From an optimization exercise on the open Yosys and OpenROAD flow, aimed at small area; shortcuts taken in it are not production practice.
Only simulation tests tie the RTL to the original design; equivalence was not proved.
Power is estimated from default activity; no workload was simulated.

==> design/flow/design.v <==
package lb_cfg_pkg;
    localparam int NUM_PORTS = 4;
    localparam int NUM_CH = 4;
    localparam int ADDR_W = 48;
    localparam int DATA_W = 64;
    localparam int SEQ_W = 3;
    localparam int PORT_W = 2;
    localparam int REQ_DEPTH = 8;
    localparam int TAG_DEPTH = 8;
    localparam int POST_DEPTH = 4;
    localparam int SERVE_W = 32;
endpackage
package lb_types_pkg;
    localparam int REQ_W = 51;
    localparam int TAG_W = 5;
    localparam int RESP_W = 69;
    typedef struct packed {
        logic [47:0] addr;
        logic [2:0]  seq;
    } req_t;
    typedef struct packed {
        logic [1:0] port;
        logic [2:0] seq;
    } tag_t;
    typedef struct packed {
        tag_t        tag;
        logic [63:0] data;
    } resp_t;
endpackage
module tag_fifo #(
    parameter int W = 8,
    parameter int DEPTH = 8
) (
    input  logic clk,
    input  logic rstn,
    input  logic wr_en,
    input  logic [W-1:0] wr_data,
    input  logic rd_en,
    output logic [W-1:0] rd_data,
    output logic empty,
    output logic full
);
    localparam int AW = $clog2(DEPTH);
    logic [W-1:0] mem [DEPTH];
    logic [AW:0]  wr_ptr;
    logic [AW:0]  rd_ptr;
    assign empty = (wr_ptr == rd_ptr);
    assign full = (wr_ptr[AW] != rd_ptr[AW]) && (wr_ptr[AW-1:0] == rd_ptr[AW-1:0]);
    assign rd_data = mem[rd_ptr[AW-1:0]];
    always_ff @(posedge clk) begin
        if (!rstn) begin
            wr_ptr <= '0;
            rd_ptr <= '0;
        end else begin
            if (wr_en && !full) wr_ptr <= wr_ptr + 1'b1;
            if (rd_en && !empty) rd_ptr <= rd_ptr + 1'b1;
        end
    end
    always_ff @(posedge clk) begin
        if (wr_en && !full) mem[wr_ptr[AW-1:0]] <= wr_data;
    end
endmodule
module req_intake (
    input  logic                                                     clk,
    input  logic                                                     rstn,
    input  logic [lb_cfg_pkg::NUM_PORTS-1:0]                         s_ar_valid,
    output logic [lb_cfg_pkg::NUM_PORTS-1:0]                         s_ar_ready,
    input  logic [lb_cfg_pkg::NUM_PORTS-1:0]                         pop,
    input  logic [lb_cfg_pkg::NUM_PORTS-1:0][3:0]                    ret_cnt,
    output logic [lb_cfg_pkg::NUM_PORTS-1:0]                         head_valid,
    output logic [lb_cfg_pkg::NUM_PORTS-1:0][2:0]                    head_seq,
    output logic [lb_cfg_pkg::NUM_PORTS-1:0][7:0]                    head_oh,
    output logic [lb_cfg_pkg::NUM_PORTS-1:0][7:0]                    acc_oh
);
    for (genvar p = 0; p < lb_cfg_pkg::NUM_PORTS; p++) begin : g_port
        logic [3:0] wr_ptr;
        logic [3:0] rd_ptr;
        logic       accept;
        assign s_ar_ready[p] = !((wr_ptr[2:0] == ret_cnt[p][2:0]) && (wr_ptr[3] != ret_cnt[p][3]));
        assign accept = s_ar_valid[p] & s_ar_ready[p];
        assign head_valid[p] = (wr_ptr != rd_ptr);
        assign head_seq[p] = rd_ptr[2:0];
        for (genvar i = 0; i < 8; i++) begin : g_ent
            assign head_oh[p][i] = (rd_ptr[2:0] == i);
            assign acc_oh[p][i] = accept && (wr_ptr[2:0] == i);
        end
        always_ff @(posedge clk) begin
            if (!rstn) begin
                wr_ptr <= '0;
                rd_ptr <= '0;
            end else begin
                if (accept) wr_ptr <= wr_ptr + 1'b1;
                if (pop[p]) rd_ptr <= rd_ptr + 1'b1;
            end
        end
    end
endmodule
module dispatch_arbiter (
    input  logic                                                     clk,
    input  logic                                                     rstn,
    input  logic [lb_cfg_pkg::NUM_PORTS-1:0]                         head_valid,
    input  logic [lb_cfg_pkg::NUM_PORTS-1:0][2:0]                    head_seq,
    input  logic [lb_cfg_pkg::NUM_PORTS-1:0][7:0]                    head_oh,
    input  logic [lb_cfg_pkg::NUM_PORTS*8-1:0][lb_cfg_pkg::ADDR_W-1:0] qaddr,
    output logic [lb_cfg_pkg::NUM_PORTS-1:0]                         pop,
    input  logic [lb_cfg_pkg::NUM_CH-1:0]                            ch_idle,
    input  logic [lb_cfg_pkg::NUM_CH-1:0]                            ch_can_take,
    input  logic [lb_cfg_pkg::NUM_CH-1:0]                            m_ar_ready,
    output logic [lb_cfg_pkg::NUM_CH-1:0]                            m_ar_valid,
    output logic [lb_cfg_pkg::NUM_CH-1:0][lb_cfg_pkg::ADDR_W-1:0]    m_ar_addr,
    output logic [lb_cfg_pkg::NUM_CH-1:0]                            issue,
    output logic [4:0]                                               issue_tag
);
    localparam int NP = lb_cfg_pkg::NUM_PORTS;
    logic [NP-1:0][lb_cfg_pkg::SERVE_W-1:0] served;
    logic [NP-1:0][NP-1:0] lt;
    logic [NP-1:0]         psel;
    logic [1:0]            sel_port;
    logic [3:0]            idle_rdy;
    logic [3:0]            take_rdy;
    logic [3:0]            ch_sel;
    logic                  fire;
    logic [lb_cfg_pkg::ADDR_W-1:0] addr;
    function automatic logic ult(input logic [lb_cfg_pkg::SERVE_W-1:0] a,
                                 input logic [lb_cfg_pkg::SERVE_W-1:0] b);
        logic r;
        r = 1'b0;
        for (int k = 0; k < lb_cfg_pkg::SERVE_W; k++) begin
            r = (~a[k] & b[k]) | (~a[k] & r) | (b[k] & r);
        end
        ult = r;
    endfunction
    for (genvar i = 0; i < NP; i++) begin : g_lt
        for (genvar j = 0; j < NP; j++) begin : g_lt2
            if (i < j) begin : g_c
                assign lt[i][j] = ult(served[j], served[i]);
            end else begin : g_n
                assign lt[i][j] = 1'b0;
            end
        end
    end
    always_comb begin
        for (int p = 0; p < NP; p++) begin
            psel[p] = head_valid[p];
            for (int q = 0; q < NP; q++) begin
                if (q < p) begin
                    if (head_valid[q] && !lt[q][p]) psel[p] = 1'b0;
                end else if (q > p) begin
                    if (head_valid[q] && lt[p][q]) psel[p] = 1'b0;
                end
            end
        end
    end
    assign sel_port = {psel[3] | psel[2], psel[3] | psel[1]};
    assign idle_rdy = ch_idle & m_ar_ready;
    assign take_rdy = ch_can_take & m_ar_ready;
    always_comb begin
        if (idle_rdy != 4'b0) ch_sel = idle_rdy & ~(idle_rdy - 1'b1);
        else ch_sel = take_rdy & ~(take_rdy - 1'b1);
    end
    assign fire = |head_valid;
    assign m_ar_valid = fire ? ch_sel : 4'b0;
    assign issue = m_ar_valid;
    assign pop = (|ch_sel) ? psel : 4'b0;
    always_comb begin
        issue_tag = '0;
        for (int p = 0; p < NP; p++) begin
            if (psel[p]) issue_tag = {p[1:0], head_seq[p]};
        end
    end
    always_comb begin
        addr = '0;
        for (int p = 0; p < NP; p++) begin
            for (int i = 0; i < 8; i++) begin
                addr = addr | ({lb_cfg_pkg::ADDR_W{psel[p] & head_oh[p][i]}} & qaddr[p*8+i]);
            end
        end
    end
    for (genvar c = 0; c < lb_cfg_pkg::NUM_CH; c++) begin : g_addr
        assign m_ar_addr[c] = addr;
    end
    logic [lb_cfg_pkg::SERVE_W-1:0] srv_cur;
    logic [lb_cfg_pkg::SERVE_W-1:0] srv_nxt;
    always_comb begin
        srv_cur = '0;
        for (int p = 0; p < NP; p++) begin
            srv_cur = srv_cur | ({lb_cfg_pkg::SERVE_W{psel[p]}} & served[p]);
        end
    end
    assign srv_nxt = srv_cur + 1'b1;
    for (genvar p = 0; p < NP; p++) begin : g_srv
        always_ff @(posedge clk) begin
            if (!rstn) served[p] <= '0;
            else if (pop[p]) served[p] <= srv_nxt;
        end
    end
endmodule
module mem_channel (
    input  logic       clk,
    input  logic       rstn,
    input  logic       issue,
    input  logic [4:0] issue_tag,
    input  logic       m_r_valid,
    input  logic [lb_cfg_pkg::DATA_W-1:0] m_r_data,
    output logic       m_r_ready,
    output logic       idle,
    output logic       can_take,
    output logic       post_valid,
    output logic [lb_cfg_pkg::POST_DEPTH-1:0][lb_types_pkg::RESP_W-1:0] post_mem,
    output logic [lb_cfg_pkg::POST_DEPTH-1:0] post_rd_oh,
    output logic       post_full,
    input  logic       post_pop
);
    logic       beat;
    logic [4:0] beat_tag;
    logic tag_empty;
    logic tag_full;
    logic post_empty;
    assign m_r_ready = ~post_full;
    assign beat = m_r_valid & m_r_ready;
    assign idle = tag_empty & post_empty;
    assign can_take = ~tag_full;
    assign post_valid = ~post_empty;
    tag_fifo #(
        .W     (5),
        .DEPTH (lb_cfg_pkg::TAG_DEPTH)
    ) u_tag_fifo (
        .clk     (clk),
        .rstn    (rstn),
        .wr_en   (issue),
        .wr_data (issue_tag),
        .rd_en   (beat),
        .rd_data (beat_tag),
        .empty   (tag_empty),
        .full    (tag_full)
    );
    logic [2:0] post_wr;
    logic [2:0] post_rd;
    assign post_empty = (post_wr == post_rd);
    assign post_full = (post_wr[2] != post_rd[2]) && (post_wr[1:0] == post_rd[1:0]);
    always_ff @(posedge clk) begin
        if (!rstn) begin
            post_wr <= '0;
            post_rd <= '0;
        end else begin
            if (beat) post_wr <= post_wr + 1'b1;
            if (post_pop && !post_empty) post_rd <= post_rd + 1'b1;
        end
    end
    for (genvar k = 0; k < lb_cfg_pkg::POST_DEPTH; k++) begin : g_post
        assign post_rd_oh[k] = (post_rd[1:0] == k);
        always_ff @(posedge clk) begin
            if (beat && post_wr[1:0] == k) post_mem[k] <= {beat_tag, m_r_data};
        end
    end
endmodule
module reorder_return (
    input  logic                                                     clk,
    input  logic                                                     rstn,
    input  logic [lb_cfg_pkg::NUM_PORTS-1:0][lb_cfg_pkg::ADDR_W-1:0] s_ar_addr,
    input  logic [lb_cfg_pkg::NUM_PORTS-1:0][7:0]                    acc_oh,
    output logic [lb_cfg_pkg::NUM_PORTS*8-1:0][lb_cfg_pkg::ADDR_W-1:0] qaddr,
    input  logic [lb_cfg_pkg::NUM_CH-1:0]                            post_valid,
    input  logic [lb_cfg_pkg::NUM_CH-1:0][lb_cfg_pkg::POST_DEPTH-1:0][lb_types_pkg::RESP_W-1:0] post_mem,
    input  logic [lb_cfg_pkg::NUM_CH-1:0][lb_cfg_pkg::POST_DEPTH-1:0] post_rd_oh,
    input  logic [lb_cfg_pkg::NUM_CH-1:0]                            post_full,
    output logic [lb_cfg_pkg::NUM_CH-1:0]                            post_pop,
    output logic [lb_cfg_pkg::NUM_PORTS-1:0]                         s_r_valid,
    output logic [lb_cfg_pkg::NUM_PORTS-1:0][lb_cfg_pkg::DATA_W-1:0] s_r_data,
    input  logic [lb_cfg_pkg::NUM_PORTS-1:0]                         s_r_ready,
    output logic [lb_cfg_pkg::NUM_PORTS-1:0][3:0]                    ret_cnt
);
    localparam int NP = lb_cfg_pkg::NUM_PORTS;
    localparam int NC = lb_cfg_pkg::NUM_CH;
    localparam int DW = lb_cfg_pkg::DATA_W;
    logic [NP*8-1:0][DW-1:0] slot;
    logic [NP-1:0][7:0]      filled;
    logic [NP-1:0][3:0]      rptr;
    logic [NP-1:0][2:0]      nxt_ptr;
    logic [NP-1:0]           ret_fire;
    logic [NC-1:0]           full_oh;
    logic [NC-1:0]           valid_oh;
    logic [4:0]              pick_tag;
    logic [DW-1:0]           pick_data;
    logic                    pick_found;
    logic [4:0]              wr_tag;
    logic                    wr_valid;
    assign full_oh = post_full & ~(post_full - 1'b1);
    assign valid_oh = post_valid & ~(post_valid - 1'b1);
    assign post_pop = (post_full != '0) ? full_oh : valid_oh;
    assign pick_found = |post_valid;
    always_comb begin
        pick_tag = '0;
        pick_data = '0;
        for (int c = 0; c < NC; c++) begin
            for (int k = 0; k < lb_cfg_pkg::POST_DEPTH; k++) begin
                if (post_pop[c] && post_rd_oh[c][k]) {pick_tag, pick_data} = {pick_tag, pick_data} | post_mem[c][k];
            end
        end
    end
    assign ret_cnt = rptr;
    for (genvar p = 0; p < NP; p++) begin : g_port
        assign nxt_ptr[p] = rptr[p][2:0] + 1'b1;
        assign ret_fire[p] = s_r_valid[p] & s_r_ready[p];
        always_comb begin
            s_r_data[p] = '0;
            for (int i = 0; i < 8; i++) begin
                s_r_data[p] = s_r_data[p] | ({DW{rptr[p][2:0] == i}} & slot[p*8+i]);
            end
        end
        for (genvar i = 0; i < 8; i++) begin : g_slot
            logic we;
            assign we = pick_found && (pick_tag == 5'(p*8+i));
            logic hold;
            assign hold = !we && !acc_oh[p][i];
            always_ff @(posedge clk) begin
                slot[p*8+i] <= ({DW{acc_oh[p][i]}} & DW'(s_ar_addr[p])) | ({DW{we}} & pick_data) |
                               ({DW{hold}} & slot[p*8+i]);
            end
            assign qaddr[p*8+i] = slot[p*8+i][lb_cfg_pkg::ADDR_W-1:0];
        end
    end
    always_ff @(posedge clk) begin
        if (!rstn) begin
            wr_valid <= 1'b0;
            filled <= '0;
            rptr <= '0;
            s_r_valid <= '0;
        end else begin
            wr_valid <= pick_found;
            for (int p = 0; p < NP; p++) begin
                if (ret_fire[p]) begin
                    filled[p][rptr[p][2:0]] <= 1'b0;
                    rptr[p] <= rptr[p] + 1'b1;
                    s_r_valid[p] <= filled[p][nxt_ptr[p]];
                end else if (!s_r_valid[p]) begin
                    s_r_valid[p] <= filled[p][rptr[p][2:0]];
                end
            end
            if (wr_valid) begin
                filled[wr_tag[4:3]][wr_tag[2:0]] <= 1'b1;
            end
        end
    end
    always_ff @(posedge clk) begin
        if (pick_found) wr_tag <= pick_tag;
    end
endmodule
module load_balancer (
    input  logic                                                     clk,
    input  logic                                                     rstn,
    input  logic [lb_cfg_pkg::NUM_PORTS-1:0]                         s_ar_valid,
    input  logic [lb_cfg_pkg::NUM_PORTS-1:0][lb_cfg_pkg::ADDR_W-1:0] s_ar_addr,
    output logic [lb_cfg_pkg::NUM_PORTS-1:0]                         s_ar_ready,
    output logic [lb_cfg_pkg::NUM_PORTS-1:0]                         s_r_valid,
    output logic [lb_cfg_pkg::NUM_PORTS-1:0][lb_cfg_pkg::DATA_W-1:0] s_r_data,
    input  logic [lb_cfg_pkg::NUM_PORTS-1:0]                         s_r_ready,
    output logic [lb_cfg_pkg::NUM_CH-1:0]                            m_ar_valid,
    output logic [lb_cfg_pkg::NUM_CH-1:0][lb_cfg_pkg::ADDR_W-1:0]    m_ar_addr,
    input  logic [lb_cfg_pkg::NUM_CH-1:0]                            m_ar_ready,
    input  logic [lb_cfg_pkg::NUM_CH-1:0]                            m_r_valid,
    input  logic [lb_cfg_pkg::NUM_CH-1:0][lb_cfg_pkg::DATA_W-1:0]    m_r_data,
    output logic [lb_cfg_pkg::NUM_CH-1:0]                            m_r_ready
);
    localparam int NP = lb_cfg_pkg::NUM_PORTS;
    localparam int NC = lb_cfg_pkg::NUM_CH;
    logic [NP-1:0]                          head_valid;
    logic [NP-1:0][2:0]                     head_seq;
    logic [NP-1:0][7:0]                     head_oh;
    logic [NP*8-1:0][lb_cfg_pkg::ADDR_W-1:0] qaddr;
    logic [NP-1:0][7:0]                     acc_oh;
    logic [NP-1:0]                          pop;
    logic [NP-1:0][3:0]                     ret_cnt;
    logic [NC-1:0]                          ch_idle;
    logic [NC-1:0]                          ch_can_take;
    logic [NC-1:0]                          issue;
    logic [4:0]                             issue_tag;
    logic [NC-1:0]                          post_valid;
    logic [NC-1:0][lb_cfg_pkg::POST_DEPTH-1:0][lb_types_pkg::RESP_W-1:0] post_mem;
    logic [NC-1:0][lb_cfg_pkg::POST_DEPTH-1:0] post_rd_oh;
    logic [NC-1:0]                          post_full;
    logic [NC-1:0]                          post_pop;
    req_intake u_req_intake (
        .clk        (clk),
        .rstn       (rstn),
        .s_ar_valid (s_ar_valid),
        .s_ar_ready (s_ar_ready),
        .pop        (pop),
        .ret_cnt    (ret_cnt),
        .head_valid (head_valid),
        .head_seq   (head_seq),
        .head_oh    (head_oh),
        .acc_oh     (acc_oh)
    );
    dispatch_arbiter u_dispatch_arbiter (
        .clk         (clk),
        .rstn        (rstn),
        .head_valid  (head_valid),
        .head_seq    (head_seq),
        .head_oh     (head_oh),
        .qaddr       (qaddr),
        .pop         (pop),
        .ch_idle     (ch_idle),
        .ch_can_take (ch_can_take),
        .m_ar_ready  (m_ar_ready),
        .m_ar_valid  (m_ar_valid),
        .m_ar_addr   (m_ar_addr),
        .issue       (issue),
        .issue_tag   (issue_tag)
    );
    for (genvar c = 0; c < NC; c++) begin : g_ch
        mem_channel u_mem_channel (
            .clk        (clk),
            .rstn       (rstn),
            .issue      (issue[c]),
            .issue_tag  (issue_tag),
            .m_r_valid  (m_r_valid[c]),
            .m_r_data   (m_r_data[c]),
            .m_r_ready  (m_r_ready[c]),
            .idle       (ch_idle[c]),
            .can_take   (ch_can_take[c]),
            .post_valid (post_valid[c]),
            .post_mem   (post_mem[c]),
            .post_rd_oh (post_rd_oh[c]),
            .post_full  (post_full[c]),
            .post_pop   (post_pop[c])
        );
    end
    reorder_return u_reorder_return (
        .clk        (clk),
        .rstn       (rstn),
        .s_ar_addr  (s_ar_addr),
        .acc_oh     (acc_oh),
        .qaddr      (qaddr),
        .post_valid (post_valid),
        .post_mem   (post_mem),
        .post_rd_oh (post_rd_oh),
        .post_full  (post_full),
        .post_pop   (post_pop),
        .s_r_valid  (s_r_valid),
        .s_r_data   (s_r_data),
        .s_r_ready  (s_r_ready),
        .ret_cnt    (ret_cnt)
    );
endmodule
==> design/flow/flow/run.sh <==
#!/bin/bash
# Standard layout with two changes: ports get the smallest buffer cell, and clock tree
# synthesis uses larger sink clusters without dummy loads.
set -euo pipefail
export BUFFER_PORTS_ARGS="-buffer_cell sky130_fd_sc_hd__buf_1"
export CTS_ARGS="-sink_clustering_enable -repair_clock_nets -dont_use_dummy_load -buf_list sky130_fd_sc_hd__clkbuf_16 -sink_clustering_size 20 -sink_clustering_max_diameter 100"
bash standard.sh > standard.log 2>&1
==> design/flow/standard.sh <==
#!/bin/bash
# synth_recipe.tcl (not shown) runs the flow's synth.tcl, then flattens the netlist and writes it again
# the make line also repeats each setting of config.mk as NAME=value (left out here)
make -C /OpenROAD-flow-scripts/flow DESIGN_CONFIG=/design/flow/config.mk WORK_HOME=/design/flow/orfs CLKGATE_MAP_FILE= SYNTH_SCRIPT=/design/flow/synth_recipe.tcl "${@:-finish}"
==> design/flow/config.mk <==
export PLATFORM = sky130hd
export DESIGN_NAME = load_balancer
export DESIGN_NICKNAME = load_balancer
export VERILOG_FILES = /design/flow/design.v
export SDC_FILE = /design/flow/constraint.sdc
export NUM_CORES = 4
export LEC_CHECK = 0
export CAP_MARGIN = 20
export CELL_PAD_IN_SITES_DETAIL_PLACEMENT = 1
export CELL_PAD_IN_SITES_GLOBAL_PLACEMENT = 2
export CORE_MARGIN = 2
export CORE_UTILIZATION = 35
export PLACE_DENSITY = 0.45
export SLEW_MARGIN = 20
==> design/flow/constraint.sdc <==
create_clock -name core_clock -period 14.0 [get_ports {clk}]
set_input_delay 2.8000 -clock core_clock [delete_from_list [all_inputs] [get_ports {clk}]]
set_output_delay 2.8000 -clock core_clock [all_outputs]
set_load 0.01 [all_outputs]
==> results of run 1 <==
worst min path at each step:
stage | startpoint | endpoint | slack [ps] | cells past startpoint
2_1_floorplan | u_reorder_return.slot[1392] | u_reorder_return.slot[1392] | 440 | 2
3_3_place_gp | u_reorder_return.slot[1468] | u_reorder_return.slot[1468] | 450 | 2
3_5_place_dp | u_reorder_return.slot[1458] | u_reorder_return.slot[1458] | 460 | 2
4_1_cts | u_reorder_return.slot[1977] | u_reorder_return.slot[1977] | 480 | 2
5_1_grt | u_reorder_return.slot[1660] | u_reorder_return.slot[1660] | 500 | 2
6_report | u_reorder_return.slot[1460] | u_reorder_return.slot[1460] | 480 | 2
critical path, stage by stage, from the launching register on:
cell,delay [ps]
dfxtp_1,490
nand2b_1,210
o2111ai_1,190
a2111oi_0,990
o22ai_1,320
or3_1,410
and3_1,250
buf_4,280
and2_2,500
a222oi_1,1030
nand3_1,490
a221oi_1,970
nand4_1,180
or3_1,530
buf_1,180
cell usage after synthesis (all sizes together), types with 13 or more instances:
master,instances,area [µm²]
nand3,886,4440
o211ai,46,350
mux2,245,2760
nor3b,25,188
a211o,15,131
a211oi,89,673
a221oi,307,2700
maj3,14,141
clkbuf,1327,4980
and2,88,551
nor3,79,417
mux4,56,1260
a22oi,1238,9290
nand2b,106,663
nand2,623,2340
mux2i,21,210
and4,20,175
ha,130,1630
o21ai,605,3030
or3,30,188
a31oi,17,106
nor2b,79,494
a221o,1547,15500
xnor2,79,692
nor2,1793,6750
o22ai,37,231
xor2,56,490
and3,147,920
nor4,44,305
or4,13,97.6
a222oi,127,1270
nand4,369,2310
a21oi,195,976
dfxtp,2329,46600
edfxtp,1269,38100
inv,151,567
buf,565,2950
o311ai,20,175
o2111ai,15,131
or2,17,106
a22o,359,3140
state kept, by name (all words and copies together) (netlist names), 32 cells and up, named ones only:
register	flops
g_ch.u_mem_channel.post_mem	1104
g_ch.u_mem_channel.u_tag_fifo.mem	160
u_dispatch_arbiter.served	128
u_reorder_return.filled	32
u_reorder_return.slot	2048
power by group:
group	internal [W]	leakage, nW	switching [W]
Combinational	0.00567	25.9	0.0158
Clock	0.00270	2.63	0.00380
Sequential	0.0139	31.0	0.00385
cells in the final DEF, fill, tap and decap left out, types with 103 or more instances in the layout:
| master | n |
|---|---|
| nand3_1 | 883 |
| clkbuf_16 | 213 |
| o21ai_0 | 598 |
| a22oi_1 | 1238 |
| mux2_2 | 245 |
| a21oi_1 | 179 |
| buf_1 | 928 |
| nand2b_1 | 105 |
| dfxtp_1 | 2325 |
| a222oi_1 | 127 |
| nand4_1 | 368 |
| a221o_1 | 1547 |
| nand2_1 | 605 |
| edfxtp_1 | 1269 |
| nor2_1 | 1784 |
| inv_1 | 146 |
| buf_4 | 377 |
| a221oi_1 | 306 |
| a22o_1 | 359 |
| diode_2 | 138 |
| ha_1 | 103 |
cell families after synthesis:
group                      count (synthesis)  synth area share
AOI/OAI and AO/OA                       4703             0.242
DFF                                     3598             0.532
muxes                                    322            0.0266
xor gates and xnor gates                 135           0.00743
buffers and inverters                   2043            0.0534
and+or+nand+nor                         4351             0.127
adders and majority gates                144            0.0111
metal layers:
layer,GRT usage,up-vias,share of wire
met5,0,-,0.00094
met4,0.184,74,0.052
met3,0.148,1896,0.13
met2,0.579,10100,0.42
met1,0.528,76800,0.40
li1,-,58300,-
metrics by stage:
stage	cells	utilization	hold slack [ps]	power, W
global placement	20700	0.369	447	0.0378
floorplan	15300	-	438	0.0271
detailed placement	20700	0.369	458	0.0383
global route	21000	0.381	500	0.0465
finish	21100	0.381	478	0.0458
CTS	20900	0.381	481	0.0447
area by class of cell:
cell class / count / area, µm²
clock buffers: 213 / 5330
flip-flops and latches: 3598 / 84700
fillers: 49200 / 280000
inverters: 151 / 574
repair buffers: 1320 / 6480
diodes: 138 / 345
well taps: 5976 / 7480
multi-input cells: 9655 / 67800
==> results_dict.tcl, run 1 <==
set metrics [dict create \
    grt_max_degree 74 \
    io_pins 930 \
    chipHeight_um 678 \
    hold_path_class "reg2reg" \
    path_max_fanout 22 \
    ant_nets 0 \
    skew_ps 108 \
    critPathCaptureType "output port" \
    grt_overflow 0 \
    fp-row-count 247 \
    synth_ff_type "dfxtp_1" \
    postSynthAreaPerCell_um2 10.4 \
    via_per_inst 6.99 \
    root_buffer "clkbuf_16" \
    slew_headroom 0.0958 \
    post_cts_buffers 0 \
    rrSetupSlack_ps 7100 \
    synth-edff-count 1269 \
    antenna_found_initial 211 \
    netlist-cell-type-count 97 \
    syn_inst 15300 \
    clk_path_buf_depth 4 \
    status "complete, no violations" \
    clk-insertion-delay-late_ps 1010 \
    synth_seq_area_share 0.532 \
    clock-sinks 3598 \
    cts-htree-levels 4 \
    drv_cap 0 \
    dpl_worst_slack_ps 4540 \
    portBuffers 929 \
    drive_gt1_frac 0.0825 \
    wirelength_um 965000 \
    rr_startpoint "g_ch[3].u_mem_channel.post_wr[2]" \
    fp.dieW_um 678 \
    powerDensity_nw_per_um2 265 \
    vias 147000 \
    yosys_warnings 5 \
    finalHoldViolCount 0 \
    startpoint "u_dispatch_arbiter.served[119]" \
    synth_seq_cells 3598 \
    peakVddDrop_uv 210 \
    setup_viol 0 \
    critPathLaunchType "flop" \
    finalCriticalPeriod_ps 10810 \
    netlist_area_um2 159000 \
    die-area_um2 460000 \
    grt_pass1_vias 140000 \
    drt_iter0_drc 23000 \
    wl_per_cell_um 45.8 \
    rr_worst_depth 14 \
    setup_ws_ps 3190 \
    final_area_um2 173000 \
    path_class "reg2out" \
    timing.rr.end "u_reorder_return.slot[1444]" \
    cts_buffers 213 \
    placed_cell_area_um2 167000 \
    setup_tns_ps 0 \
    max_freq_mhz 92.5 \
    crit_arrival_ps 8010 \
    worst_pin_slew_ps 1360 \
    core_area_um2 453000 \
    grt_first_pass_wirelength_um 1280000 \
    async_flop_share 0 \
    area_growth_pct 8.50 \
    required_ps 11200 \
    cts.repair.resized 0 \
    drt-pass1-iter-count 10 \
    cts_tree "built" \
    worstSetupEndpoint "m_ar_addr[18]" \
    hpwl_um 641000 \
    start_util 0.352 \
    slew_violations 0 \
    syn_nets 15900 \
    routabilityCongestion 0.994 \
    finalCritPeriodShare 0.772 \
    ctsHoldBuffers 0 \
    rsz0062_at_grt "false" \
    p_leak_nw 59.5 \
    path_clk_slew_ps 90 \
    route.detailed.drc 0 \
    grtUsageTotal 0.400 \
    final_nets 15500 \
]
==> run 2: changes to the inputs <==
--- a/design/flow/config.mk
+++ b/design/flow/config.mk
@@ -10,5 +10,5 @@
 export CELL_PAD_IN_SITES_GLOBAL_PLACEMENT = 2
 export CORE_MARGIN = 2
-export CORE_UTILIZATION = 35
-export PLACE_DENSITY = 0.45
+export CORE_UTILIZATION = 28
+export PLACE_DENSITY = 0.35
 export SLEW_MARGIN = 20
==> run 2 against run 1 <==
- via count is 2.5% lower
- total power up 1.5%
- register-to-register slack worse by 230 ps
- synthesized cell count is the same
- critical path depth is 1 higher
- critical endpoint is now m_ar_addr[139]
==> results_dict.tcl, run 2 <==
set metrics [dict create \
    status "complete, no violations" \
    powerDensity_nw_per_um2 265 \
    routabilityCongestion 0.951 \
    path_max_fanout 25 \
    yosysTopAreaCell "dfxtp_1" \
    clk_path_buf_depth 4 \
    drv_cap 0 \
    rsz0062_at_grt "false" \
    route.detailed.drc 0 \
    start_util 0.281 \
    cts-htree-levels 4 \
    io_pins 930 \
    via_per_inst 6.35 \
    async_flop_share 0 \
    max_freq_mhz 93.2 \
    hold_path_class "reg2reg" \
    finalCriticalPeriod_ps 10730 \
    netlist_area_um2 159000 \
    finalNonFillerCells 22600 \
    timing.rr.end "u_dispatch_arbiter.served[82]" \
    grt_pass1_vias 136000 \
    wirelength_um 1010000 \
    p_leak_nw 59.6 \
    worstPathCellList "o22ai_1 -> a2111oi_0 -> o211ai_1 -> a211o_1 -> a2111o_1 -> and4_1 -> buf_4 -> and3_4 -> buf_4 -> a22o_1 -> a221oi_1 -> nand4_1 -> nor3_1 -> nand2_1 -> buf_1" \
    dp_cells 22200 \
    netlist.area_leader.share 0.293 \
    path_class "reg2out" \
    wl_per_cell_um 44.6 \
    cts.repair.resized 0 \
    path_clk_slew_ps 70 \
    worstSetupPathDepth 15 \
    crit_path_frequent_cell "buf_4" \
    mostFrequentLayoutCells "2325 x dfxtp_1, 1782 x nor2_1, 1547 x a221o_1, 1269 x edfxtp_1, 1238 x a22oi_1" \
    antenna_found_initial 272 \
    drt_iter0_drc 20000 \
    cts_buffers 226 \
    postSynthAreaPerCell_um2 10.4 \
    final_common_cell "dfxtp_1" \
    wl_met2_um 423000 \
    die-area_um2 575000 \
    ys_top_cells_by_count "2329 x dfxtp_1, 1788 x nor2_1, 1547 x a221o_1" \
    synth_seq_area_share 0.532 \
    slew_headroom 0.162 \
    rr_worst_depth 15 \
    synth-edff-count 1269 \
    fp-row-count 276 \
    root_buffer "clkbuf_16" \
    grt_overflow 0 \
    grtUsageTotal 0.335 \
    max_stage_delay_ps 960 \
    rr_startpoint "u_dispatch_arbiter.served[80]" \
    critical_path_buf_inv_count 3 \
    peakVddDrop_uv 379 \
    wl_met3_um 108000 \
    fp.dieW_um 758 \
    critPathCaptureType "output port" \
    finalCritPeriodShare 0.767 \
    post_cts_buffers 0 \
    setup_viol 0 \
    final_nets 15600 \
    portBuffers 929 \
    yosys_warnings 5 \
    top_register "u_reorder_return.slot" \
    worst_pin_slew_ps 1260 \
    skew_ps 82.2 \
    startpoint "u_dispatch_arbiter.served[59]" \
    synth_seq_cells 3598 \
    core_area_um2 566000 \
    worstSetupEndpoint "m_ar_addr[139]" \
    crit_arrival_ps 7930 \
    whs_path_depth 2 \
    grt_max_degree 91 \
    clock-sinks 3598 \
    top_layer "met5" \
    nFillCells 62300 \
    clk-insertion-delay-late_ps 1030 \
    synth_ff_type "dfxtp_1" \
    synth_area_leaders "dfxtp_1 29%, edfxtp_1 24%, a221o_1 9.7%" \
    grt_first_pass_wirelength_um 1330000 \
    netlist-cell-type-count 97 \
    vias 143000 \
    hpwl_um 694000 \
    slew_violations 0 \
    critPathLaunchType "flop" \
    required_ps 11200 \
    ant_nets 0 \
    drive_gt1_frac 0.0840 \
    yosys.cell_count.top_type "dfxtp_1" \
    largest_reg_flops 2048 \
    rrSetupSlack_ps 6870 \
    critPathTopFamily "compound AO/OA/AOI/OAI gates" \
    chipHeight_um 758 \
    finalHoldViolCount 0 \
    drt-pass1-iter-count 10 \
    ctsHoldBuffers 0 \
    met1Wirelength_um 443000 \
    setup_tns_ps 0 \
    syn_inst 15300 \
    crit_slowest_cell "nor3_1" \
    area_growth_pct 10.0 \
    syn_nets 15900 \
    cts_tree "built" \
]
==> run 2: cell counts after synthesis <==
No cell type changed its count.
==> run 2: final cells by class <==
type / count / area, µm² / area share
diodes: 126 / 315 / 0.00180
repair buffers: 1322 / 6510 / 0.0372
well taps: 7506 / 9390 / 0.0536
inverters: 151 / 574 / 0.00328
flip-flops and latches: 3598 / 84700 / 0.484
clock buffers: 226 / 5660 / 0.0323
multi-input cells: 9655 / 67900 / 0.388
==> run 2: routing by layer <==
layer	up-vias	global-route usage
met4	142	0.100
met1	76000	0.466
met3	1212	0.112
met5	-	0.00684
li1	58300	-
met2	7787	0.489
==> run 2: worst register-to-register path: cells and delay by family (launching register included) <==
kind	cells	cell delay, ps
buf+inv	2	820
flops	1	480
simple gates	6	2960
compound gates	7	2700
==> run 2: cells by family after synthesis <==
kind of cell               Yosys count  synth area share
AOI/OAI and AO/OA                 4703             0.242
xor gates and xnor gates           135           0.00743
adders and majority gates          144            0.0111
buffers and inverters             2043            0.0534
DFF                               3598             0.532
muxes                              322            0.0266
and+or+nand+nor                   4351             0.127
==> run 2: per-stage QoR <==
step | setup slack (ps) | area [µm²] | hold slack, ps | total power, W | util
after floorplan | 7230 | 159000 | 438 | 0.0271 | -
after global placement | 4670 | 169000 | 447 | 0.0388 | 0.299
after detailed placement | 4400 | 169000 | 456 | 0.0392 | 0.299
after CTS | 3270 | 175000 | 478 | 0.0459 | 0.309
after global routing | 3100 | 175000 | 498 | 0.0477 | 0.309
final | 3270 | 175000 | 476 | 0.0465 | 0.310
==> run 2: power breakdown <==
| part | total [W] | switching [W] | internal, W |
|---|---|---|---|
| logic | 0.0216 | 0.0159 | 0.00570 |
| clock network | 0.00679 | 0.00394 | 0.00285 |
| registers | 0.0181 | 0.00415 | 0.0139 |
==> run 2: worst min path at each step <==
stage	slack [ps]	from	endpoint
floorplan	440	u_reorder_return.slot[1392]	u_reorder_return.slot[1392]
global placement	450	u_reorder_return.slot[957]	u_reorder_return.slot[957]
detailed placement	460	u_reorder_return.slot[1401]	u_reorder_return.slot[1401]
CTS	480	u_reorder_return.slot[1401]	u_reorder_return.slot[1401]
global route	500	u_reorder_return.slot[629]	u_reorder_return.slot[629]
finish	480	u_reorder_return.slot[1978]	u_reorder_return.slot[1978]

what the ideal ports hide:
The results above use ideal ports. As a check the final layouts listed here were re-extracted and re-timed, cells and wires unchanged.
Step 1 assumes that a clkbuf_16 drives the clock port and a buf_2 every other input.
Step 2 moves the port delays by t, midway between the first and last clock arrival at a register: inputs arrive t later, outputs are due t later. That takes back most of the time a late clock gives input paths.
Three values: ideal, step 1, step 2; two values: the first two.
run	t (ns)	slack for setup (ns)	worst hold slack (ns)	clock arrival spread, ns
run 1	1.090	3.190 / 3.057 / 4.147	0.478 / 0.478 / 0.478	0.111 / 0.112
run 2	1.135	3.266 / 3.121 / 4.256	0.476 / 0.476 / 0.476	0.083 / 0.082
After both steps every run listed still meets setup and hold.
